What follows belongs to an exercise in optimizing a design on an open flow for small area; a production flow would make more cautious choices.
In this exercise RTL edits were held to simulation tests only and were not proved equivalent to the original.
No activity file was given, so power comes from the tool's default toggle rates.

==> inputs of 03-11 <==
==> flow/design.v <==
`default_nettype none
package mips_pkg;
    localparam int data_w     = 32;
    localparam int reg_addr_w = 5;
    localparam logic [reg_addr_w-1:0] ra_reg      = 5'd31;   
    localparam logic [data_w-1:0]     link_offset = 32'd8;   
    localparam logic [data_w-1:0]     nop_instr   = '0;      
    typedef enum logic [5:0] {
        op_special = 6'b000000,
        op_jal     = 6'b000011,
        op_beq     = 6'b000100,
        op_bne     = 6'b000101,
        op_addi    = 6'b001000,
        op_andi    = 6'b001100,
        op_ori     = 6'b001101,
        op_lui     = 6'b001111,
        op_lb      = 6'b100000,
        op_lh      = 6'b100001,
        op_lw      = 6'b100011,
        op_sb      = 6'b101000,
        op_sh      = 6'b101001,
        op_sw      = 6'b101011
    } opcode_e;
    typedef enum logic [5:0] {
        funct_sll  = 6'b000000,
        funct_jr   = 6'b001000,
        funct_add  = 6'b100000,
        funct_sub  = 6'b100010,
        funct_and  = 6'b100100,
        funct_or   = 6'b100101,
        funct_slt  = 6'b101010,
        funct_sltu = 6'b101011
    } funct_e;
    typedef enum logic [1:0] {
        wb_alu     = 2'd0,
        wb_mem     = 2'd1,
        wb_pc_link = 2'd2
    } wb_src_e;
    typedef enum logic [1:0] {
        ld_word = 2'd0,
        ld_byte = 2'd1,
        ld_half = 2'd2,
        ld_none = 2'd3
    } load_kind_e;
endpackage
`default_nettype wire
`timescale 1ns/100ps
`default_nettype none
module m_w_reg (
    input  logic                          clk,
    input  logic                          reset,
    input  logic                          stall,
    input  logic                          flush,
    input  logic [mips_pkg::reg_addr_w-1:0] m_dest,
    input  logic [mips_pkg::data_w-1:0]   m_data,
    output logic [mips_pkg::reg_addr_w-1:0] w_dest,
    output logic [mips_pkg::data_w-1:0]   w_data
);
    always_ff @(posedge clk) begin
        if (reset || flush)   
            w_dest <= '0;
        else if (!stall)
            w_dest <= m_dest;
    end
    always_ff @(posedge clk) begin
        if (!stall)
            w_data <= m_data;
    end
endmodule
`default_nettype wire
`timescale 1ns/100ps
`default_nettype none
module cu_w (
    input  logic [mips_pkg::data_w-1:0]          instr,
    output logic [mips_pkg::reg_addr_w-1:0]       reg_addr,
    output logic                                  sel_mem,
    output logic                                  sel_link
);
    logic [5:0] op;
    logic [5:0] funct;
    logic       r_write;
    logic       rt_write;
    assign op    = instr[31:26];
    assign funct = instr[5:0];
    always_comb begin
        case (funct)
            mips_pkg::funct_add, mips_pkg::funct_sub,
            mips_pkg::funct_and, mips_pkg::funct_or,
            mips_pkg::funct_slt, mips_pkg::funct_sltu,
            mips_pkg::funct_sll:  r_write = (op == mips_pkg::op_special);
            default:              r_write = 1'b0;
        endcase
    end
    always_comb begin
        case (op)
            mips_pkg::op_ori, mips_pkg::op_andi,
            mips_pkg::op_addi, mips_pkg::op_lui,
            mips_pkg::op_lw, mips_pkg::op_lb,
            mips_pkg::op_lh:  rt_write = 1'b1;
            default:          rt_write = 1'b0;
        endcase
    end
    always_comb begin
        if (r_write)
            reg_addr = instr[15:11];
        else if (rt_write)
            reg_addr = instr[20:16];
        else if (op == mips_pkg::op_jal)
            reg_addr = mips_pkg::ra_reg;
        else
            reg_addr = '0;
    end
    assign sel_mem  = op[5];
    assign sel_link = ~op[5] & ~op[3] & op[1] & op[0];
endmodule
`default_nettype wire
`timescale 1ns/100ps
`default_nettype none
module wb_data_select (
    input  logic [mips_pkg::data_w-1:0]   instr,
    input  logic [mips_pkg::data_w-1:0]   pc,
    input  logic [mips_pkg::data_w-1:0]   alu_out,
    input  logic [mips_pkg::data_w-1:0]   dm_out,
    input  logic                          sel_mem,
    input  logic                          sel_link,
    output logic [mips_pkg::data_w-1:0]   wb_data
);
    logic [7:0]                  byte_lane;
    logic [15:0]                 half_lane;
    logic [mips_pkg::data_w-1:0] load_data;
    logic [mips_pkg::data_w-1:0] link;
    assign half_lane = alu_out[1] ? dm_out[31:16] : dm_out[15:0];
    assign byte_lane = alu_out[0] ? half_lane[15:8] : half_lane[7:0];
    always_comb begin
        if (instr[27])
            load_data = dm_out;
        else if (instr[26])
            load_data = {{16{half_lane[15]}}, half_lane};
        else
            load_data = {{24{byte_lane[7]}}, byte_lane};
    end
    assign link[3:0] = {~pc[3], pc[2:0]};
    for (genvar i = 4; i < mips_pkg::data_w; i++) begin : g_link
        assign link[i] = pc[i] ^ (&pc[i-1:3]);
    end
    always_comb begin
        if (sel_mem)
            wb_data = load_data;
        else if (sel_link)
            wb_data = link;
        else
            wb_data = alu_out;
    end
endmodule
`default_nettype wire
`timescale 1ns/100ps
`default_nettype none
module reg_file (
    input  logic                            clk,
    input  logic                            reset,
    input  logic                            wr_en,
    input  logic [mips_pkg::reg_addr_w-1:0] wr_addr,
    input  logic [mips_pkg::data_w-1:0]     wr_data,
    input  logic [mips_pkg::reg_addr_w-1:0] rd_addr_a,
    input  logic [mips_pkg::reg_addr_w-1:0] rd_addr_b,
    output logic [mips_pkg::data_w-1:0]     rd_data_a,
    output logic [mips_pkg::data_w-1:0]     rd_data_b
);
    localparam int depth = 2 ** mips_pkg::reg_addr_w;
    logic [mips_pkg::data_w-1:0] regs [1:depth-1];
    logic [mips_pkg::data_w-1:0] wd;
    assign wd = reset ? '0 : wr_data;
    for (genvar i = 1; i < depth; i++) begin : g_reg
        logic en;
        assign en = reset | (wr_en & (wr_addr == i));
        always_ff @(posedge clk) begin
            if (en)
                regs[i] <= wd;
        end
    end
    logic [mips_pkg::data_w*(depth-1)-1:0] flat;
    for (genvar i = 1; i < depth; i++) begin : g_flat
        assign flat[mips_pkg::data_w*(i-1) +: mips_pkg::data_w] = regs[i];
    end
    read_port u_port_a (.addr(rd_addr_a), .regs(flat), .data(rd_data_a));
    read_port u_port_b (.addr(rd_addr_b), .regs(flat), .data(rd_data_b));
endmodule
`default_nettype wire
`default_nettype none
module read_port (
    input  logic [mips_pkg::reg_addr_w-1:0] addr,
    input  logic [mips_pkg::data_w*31-1:0]  regs,   
    output logic [mips_pkg::data_w-1:0]     data
);
    logic [31:0] sel;
    assign sel = 32'd1 << addr;
    for (genvar b = 0; b < mips_pkg::data_w; b++) begin : g_bit
        logic [10:0] grp_n;   
        for (genvar g = 0; g < 11; g++) begin : g_grp
            if (g < 10) begin : g_three
                aoi3 u_aoi (
                    .s0 (sel[3*g+1]), .d0 (regs[32*(3*g)+b]),
                    .s1 (sel[3*g+2]), .d1 (regs[32*(3*g+1)+b]),
                    .s2 (sel[3*g+3]), .d2 (regs[32*(3*g+2)+b]),
                    .y  (grp_n[g])
                );
            end else begin : g_one
                assign grp_n[g] = ~(sel[31] & regs[32*30+b]);
            end
        end
        assign data[b] = ~&grp_n;
    end
endmodule
module aoi3 (
    input  logic s0, d0, s1, d1, s2, d2,
    output logic y
);
    assign y = ~((s0 & d0) | (s1 & d1) | (s2 & d2));
endmodule
`default_nettype wire
`timescale 1ns/100ps
`default_nettype none
module wb_top (
    input  logic                            clk,
    input  logic                            reset,
    input  logic                            stall,
    input  logic                            flush,
    input  logic [mips_pkg::data_w-1:0]     m_instr,
    input  logic [mips_pkg::data_w-1:0]     m_pc,
    input  logic [mips_pkg::data_w-1:0]     m_alu_out,
    input  logic [mips_pkg::data_w-1:0]     m_dm_out,
    input  logic [mips_pkg::reg_addr_w-1:0] rs_addr,
    input  logic [mips_pkg::reg_addr_w-1:0] rt_addr,
    output logic [mips_pkg::data_w-1:0]     rs_data,
    output logic [mips_pkg::data_w-1:0]     rt_data,
    output logic [mips_pkg::reg_addr_w-1:0] w_fwd_addr,
    output logic [mips_pkg::data_w-1:0]     w_fwd_data
);
    logic [mips_pkg::reg_addr_w-1:0] m_dest;
    logic [mips_pkg::data_w-1:0]     m_data;
    logic                            sel_mem;
    logic                            sel_link;
    cu_w u_cu_w (
        .instr    (m_instr),
        .reg_addr (m_dest),
        .sel_mem  (sel_mem),
        .sel_link (sel_link)
    );
    wb_data_select u_wb_data_select (
        .instr    (m_instr),
        .pc       (m_pc),
        .alu_out  (m_alu_out),
        .dm_out   (m_dm_out),
        .sel_mem  (sel_mem),
        .sel_link (sel_link),
        .wb_data  (m_data)
    );
    m_w_reg u_m_w_reg (
        .clk    (clk),
        .reset  (reset),
        .stall  (stall),
        .flush  (flush),
        .m_dest (m_dest),
        .m_data (m_data),
        .w_dest (w_fwd_addr),
        .w_data (w_fwd_data)
    );
    reg_file u_reg_file (
        .clk       (clk),
        .reset     (reset),
        .wr_en     (~stall & ~flush),
        .wr_addr   (m_dest),
        .wr_data   (m_data),
        .rd_addr_a (rs_addr),
        .rd_addr_b (rt_addr),
        .rd_data_a (rs_data),
        .rd_data_b (rt_data)
    );
endmodule
`default_nettype wire
==> flow/flow/run.sh <==
#!/bin/bash
# Standard synthesis and layout, with these changes to the layout: the port
# buffers are the smallest buffer cell, and clock tree synthesis clusters more
# flip-flops per leaf buffer, uses small clock buffers and adds no dummy loads.
set -euo pipefail
bash standard.sh synth > synth.log 2>&1
export BUFFER_PORTS_ARGS="-buffer_cell sky130_fd_sc_hd__buf_1"
export CTS_ARGS="-sink_clustering_enable -repair_clock_nets -dont_use_dummy_load -sink_clustering_size 30 -sink_clustering_max_diameter 80 -buf_list {sky130_fd_sc_hd__clkbuf_16}"
bash standard.sh > layout.log 2>&1
==> flow/standard.sh <==
#!/bin/bash
# synth_recipe.tcl (not shown) runs the flow's synth.tcl, then flattens the netlist and writes it again
# the make line also repeats each setting of config.mk as NAME=value (left out here)
make -C /OpenROAD-flow-scripts/flow DESIGN_CONFIG=/design/flow/config.mk WORK_HOME=/design/flow/orfs CLKGATE_MAP_FILE= SYNTH_SCRIPT=/design/flow/synth_recipe.tcl "${@:-finish}"
==> flow/config.mk <==
export PLATFORM = sky130hd
export DESIGN_NAME = wb_top
export DESIGN_NICKNAME = wb_top
export VERILOG_FILES = /design/flow/design.v
export SDC_FILE = /design/flow/constraint.sdc
export NUM_CORES = 4
export LEC_CHECK = 0
export CAP_MARGIN = 0
export CORE_MARGIN = 2
export CORE_UTILIZATION = 45
export SLEW_MARGIN = 0
export SYNTH_HIERARCHICAL = 1
export SYNTH_MINIMUM_KEEP_SIZE = 0
==> flow/constraint.sdc <==
create_clock -name core_clock -period 7.0 [get_ports {clk}]
set_input_delay 1.4000 -clock core_clock [delete_from_list [all_inputs] [get_ports {clk}]]
set_output_delay 1.4000 -clock core_clock [all_outputs]
set_load 0.01 [all_outputs]
==> inputs of 07-02, as changes to 03-11 <==
--- a/flow/design.v
+++ b/flow/design.v
@@ -130,5 +130,11 @@
     logic [mips_pkg::data_w-1:0] load_data;
-    logic [mips_pkg::data_w-1:0] link;
+    always_comb begin
+        case (alu_out[1:0])
+            2'd0:    byte_lane = dm_out[7:0];
+            2'd1:    byte_lane = dm_out[15:8];
+            2'd2:    byte_lane = dm_out[23:16];
+            default: byte_lane = dm_out[31:24];
+        endcase
+    end
     assign half_lane = alu_out[1] ? dm_out[31:16] : dm_out[15:0];
-    assign byte_lane = alu_out[0] ? half_lane[15:8] : half_lane[7:0];
     always_comb begin
@@ -141,6 +147,2 @@
     end
-    assign link[3:0] = {~pc[3], pc[2:0]};
-    for (genvar i = 4; i < mips_pkg::data_w; i++) begin : g_link
-        assign link[i] = pc[i] ^ (&pc[i-1:3]);
-    end
     always_comb begin
@@ -149,3 +151,3 @@
         else if (sel_link)
-            wb_data = link;
+            wb_data = pc + mips_pkg::link_offset;
         else
@@ -180,40 +182,10 @@
     end
-    logic [mips_pkg::data_w*(depth-1)-1:0] flat;
-    for (genvar i = 1; i < depth; i++) begin : g_flat
-        assign flat[mips_pkg::data_w*(i-1) +: mips_pkg::data_w] = regs[i];
-    end
-    read_port u_port_a (.addr(rd_addr_a), .regs(flat), .data(rd_data_a));
-    read_port u_port_b (.addr(rd_addr_b), .regs(flat), .data(rd_data_b));
-endmodule
-`default_nettype wire
-`default_nettype none
-module read_port (
-    input  logic [mips_pkg::reg_addr_w-1:0] addr,
-    input  logic [mips_pkg::data_w*31-1:0]  regs,   
-    output logic [mips_pkg::data_w-1:0]     data
-);
-    logic [31:0] sel;
-    assign sel = 32'd1 << addr;
-    for (genvar b = 0; b < mips_pkg::data_w; b++) begin : g_bit
-        logic [10:0] grp_n;   
-        for (genvar g = 0; g < 11; g++) begin : g_grp
-            if (g < 10) begin : g_three
-                aoi3 u_aoi (
-                    .s0 (sel[3*g+1]), .d0 (regs[32*(3*g)+b]),
-                    .s1 (sel[3*g+2]), .d1 (regs[32*(3*g+1)+b]),
-                    .s2 (sel[3*g+3]), .d2 (regs[32*(3*g+2)+b]),
-                    .y  (grp_n[g])
-                );
-            end else begin : g_one
-                assign grp_n[g] = ~(sel[31] & regs[32*30+b]);
-            end
+    always_comb begin
+        rd_data_a = '0;
+        rd_data_b = '0;
+        for (int i = 1; i < depth; i++) begin
+            rd_data_a = rd_data_a | ({mips_pkg::data_w{rd_addr_a == i}} & regs[i]);
+            rd_data_b = rd_data_b | ({mips_pkg::data_w{rd_addr_b == i}} & regs[i]);
         end
-        assign data[b] = ~&grp_n;
-    end
-endmodule
-module aoi3 (
-    input  logic s0, d0, s1, d1, s2, d2,
-    output logic y
-);
-    assign y = ~((s0 & d0) | (s1 & d1) | (s2 & d2));
+    end
 endmodule
==> flow/run.sh (new file) <==
#!/bin/bash
# synth_recipe.tcl (not shown) runs the flow's synth.tcl, then flattens the netlist and writes it again
# the make line also repeats each setting of config.mk as NAME=value (left out here)
make -C /OpenROAD-flow-scripts/flow DESIGN_CONFIG=/design/flow/config.mk WORK_HOME=/design/flow/orfs CLKGATE_MAP_FILE= SYNTH_SCRIPT=/design/flow/synth_recipe.tcl finish
- CAP_MARGIN: 0 -> 20
- CORE_UTILIZATION: 45 -> 40
- SLEW_MARGIN: 0 -> 20
- SYNTH_HIERARCHICAL: 1 -> default
- SYNTH_MINIMUM_KEEP_SIZE: 0 -> default
removed: flow/flow/run.sh
removed: flow/standard.sh
==> inputs of 10-01, as changes to 03-11 <==
--- a/flow/flow/run.sh
+++ b/flow/flow/run.sh
@@ -7,3 +7,3 @@
 export BUFFER_PORTS_ARGS="-buffer_cell sky130_fd_sc_hd__buf_1"
-export CTS_ARGS="-sink_clustering_enable -repair_clock_nets -dont_use_dummy_load -sink_clustering_size 30 -sink_clustering_max_diameter 80 -buf_list {sky130_fd_sc_hd__clkbuf_16}"
+export CTS_ARGS="-sink_clustering_enable -repair_clock_nets -dont_use_dummy_load -sink_clustering_size 15 -sink_clustering_max_diameter 60 -buf_list {sky130_fd_sc_hd__clkbuf_8}"
 bash standard.sh > layout.log 2>&1
- CAP_MARGIN: 0 -> 5
- PLACE_DENSITY: default -> 0.76
- SLEW_MARGIN: 0 -> 5
==> notes.md <==
- 07-02 completed with no timing, DRC or antenna violations. 03-11 passed the timing, DRC and antenna checks. 10-01 completed without violations.
- In 03-11 the via count is smaller than in 10-01, by about 0.3%.
- In 07-02 the synthesized cell count is larger than in 03-11, by 33%.
- Core utilization: 03-11 > 10-01 > 07-02.
- In 10-01 the worst setup slack is higher than in 07-02, by 0.92 ns.
- The lowest clock power belongs to 10-01, the highest to 07-02.
- First-iteration DRC count: 03-11 < 10-01 < 07-02.
- Global-route usage: 10-01 < 03-11 < 07-02.
- In combinational power, 03-11 and 10-01 hardly differ.
- The highest non-clock buffer count belongs to 07-02, the lowest to 10-01.
- Clock skew is the same in 07-02 and 10-01.
- In 03-11 the sequential power is smaller than in 07-02, by about 1%.
==> figures <==
metric                                                                                 10-01                      03-11                             07-02
Result of the run                                           no timing/DRC/antenna violations  no timing/DRC/antenna violations  no timing/DRC/antenna violations
Share of cell area taken by muxes after synthesis                                    0.00541                    0.00541                           0.00701
Clock share of power                                                                   0.241                      0.251                             0.389
Met2 global-route usage                                                                0.432                      0.486                             0.520
Chip height                                                                           310 µm                     310 µm                            339 µm
Adder and majority gate portion of the synthesized area                              0.00148                    0.00148                          0.000278
Metal2 WL                                                                           62300 µm                   69500 µm                          90200 µm
Synthesized area per cell                                                           17.5 µm²                   17.5 µm²                          14.0 µm²
Slowest stage cell, crit path                                      sky130_fd_sc_hd__nand2b_1  sky130_fd_sc_hd__nand2b_1  sky130_fd_sc_hd__clkdlybuf4s50_1
Proportion of netlist area held by the largest area contributor                        0.730                      0.730                             0.683
Number of antenna violations at the first check in global routing                          9                          9                                 5
Sequential share of power                                                              0.656                      0.646                             0.507
Crit. path cell count                                                                      8                          8                                10
Final WL                                                                           142000 µm                  149000 µm                         223000 µm
XOR/XNOR share of the synthesized area                                               0.00374                    0.00374                           0.00506
Share of cells above drive strength 1                                                  0.112                      0.111                             0.148
Internal reg-to-reg setup slack                                                      6.35 ns                    6.33 ns                           6.39 ns
Synth Area in Simple Gates                                                            0.0590                     0.0590                            0.0842
Total power divided by cell area                                                  253 nW/µm²                 255 nW/µm²                        281 nW/µm²
Arrival @ worst endpoint                                                             4.43 ns                    4.41 ns                           5.35 ns
Setup slack after placement                                                          1.34 ns                    1.27 ns                          0.496 ns
Nonclk buf count                                                                         309                        339                               467
Power in the clock group                                                             2.85 mW                    3.01 mW                           6.02 mW

-- separate check: timing with driven ports --
The flow's constraints put no driver on any port. The routed layouts listed below were extracted and timed again, unchanged, in two steps.
Step 1 (the two cells are an assumption about what drives the block):
set clk [get_ports {clk}]
set_driving_cell -lib_cell sky130_fd_sc_hd__clkbuf_16 $clk
set_driving_cell -lib_cell sky130_fd_sc_hd__buf_2 [delete_from_list [all_inputs] $clk]
Step 2 moves the port delays by t, midway between the first and last clock arrival at a register: inputs arrive t later, outputs are due t later. That takes back most of the time a late clock gives input paths.
Slacks: ideal / step 1 / step 2; pairs: ideal / step 1.
run | t (ns) | slack for setup (ns) | worst slew at a driven data input, ns
03-11 | 0.679 | 1.193 / 1.093 / 1.093 | 0.11
07-02 | 0.778 | 0.253 / 0.223 / 0.223 | 0.05
10-01 | 0.743 | 1.171 / 1.094 / 1.094 | 0.13
After both steps setup and hold are still met in every run listed. The setup slack of 03-11, which loses most, moves by -0.100 ns with the drivers and by -0.100 ns with both steps.
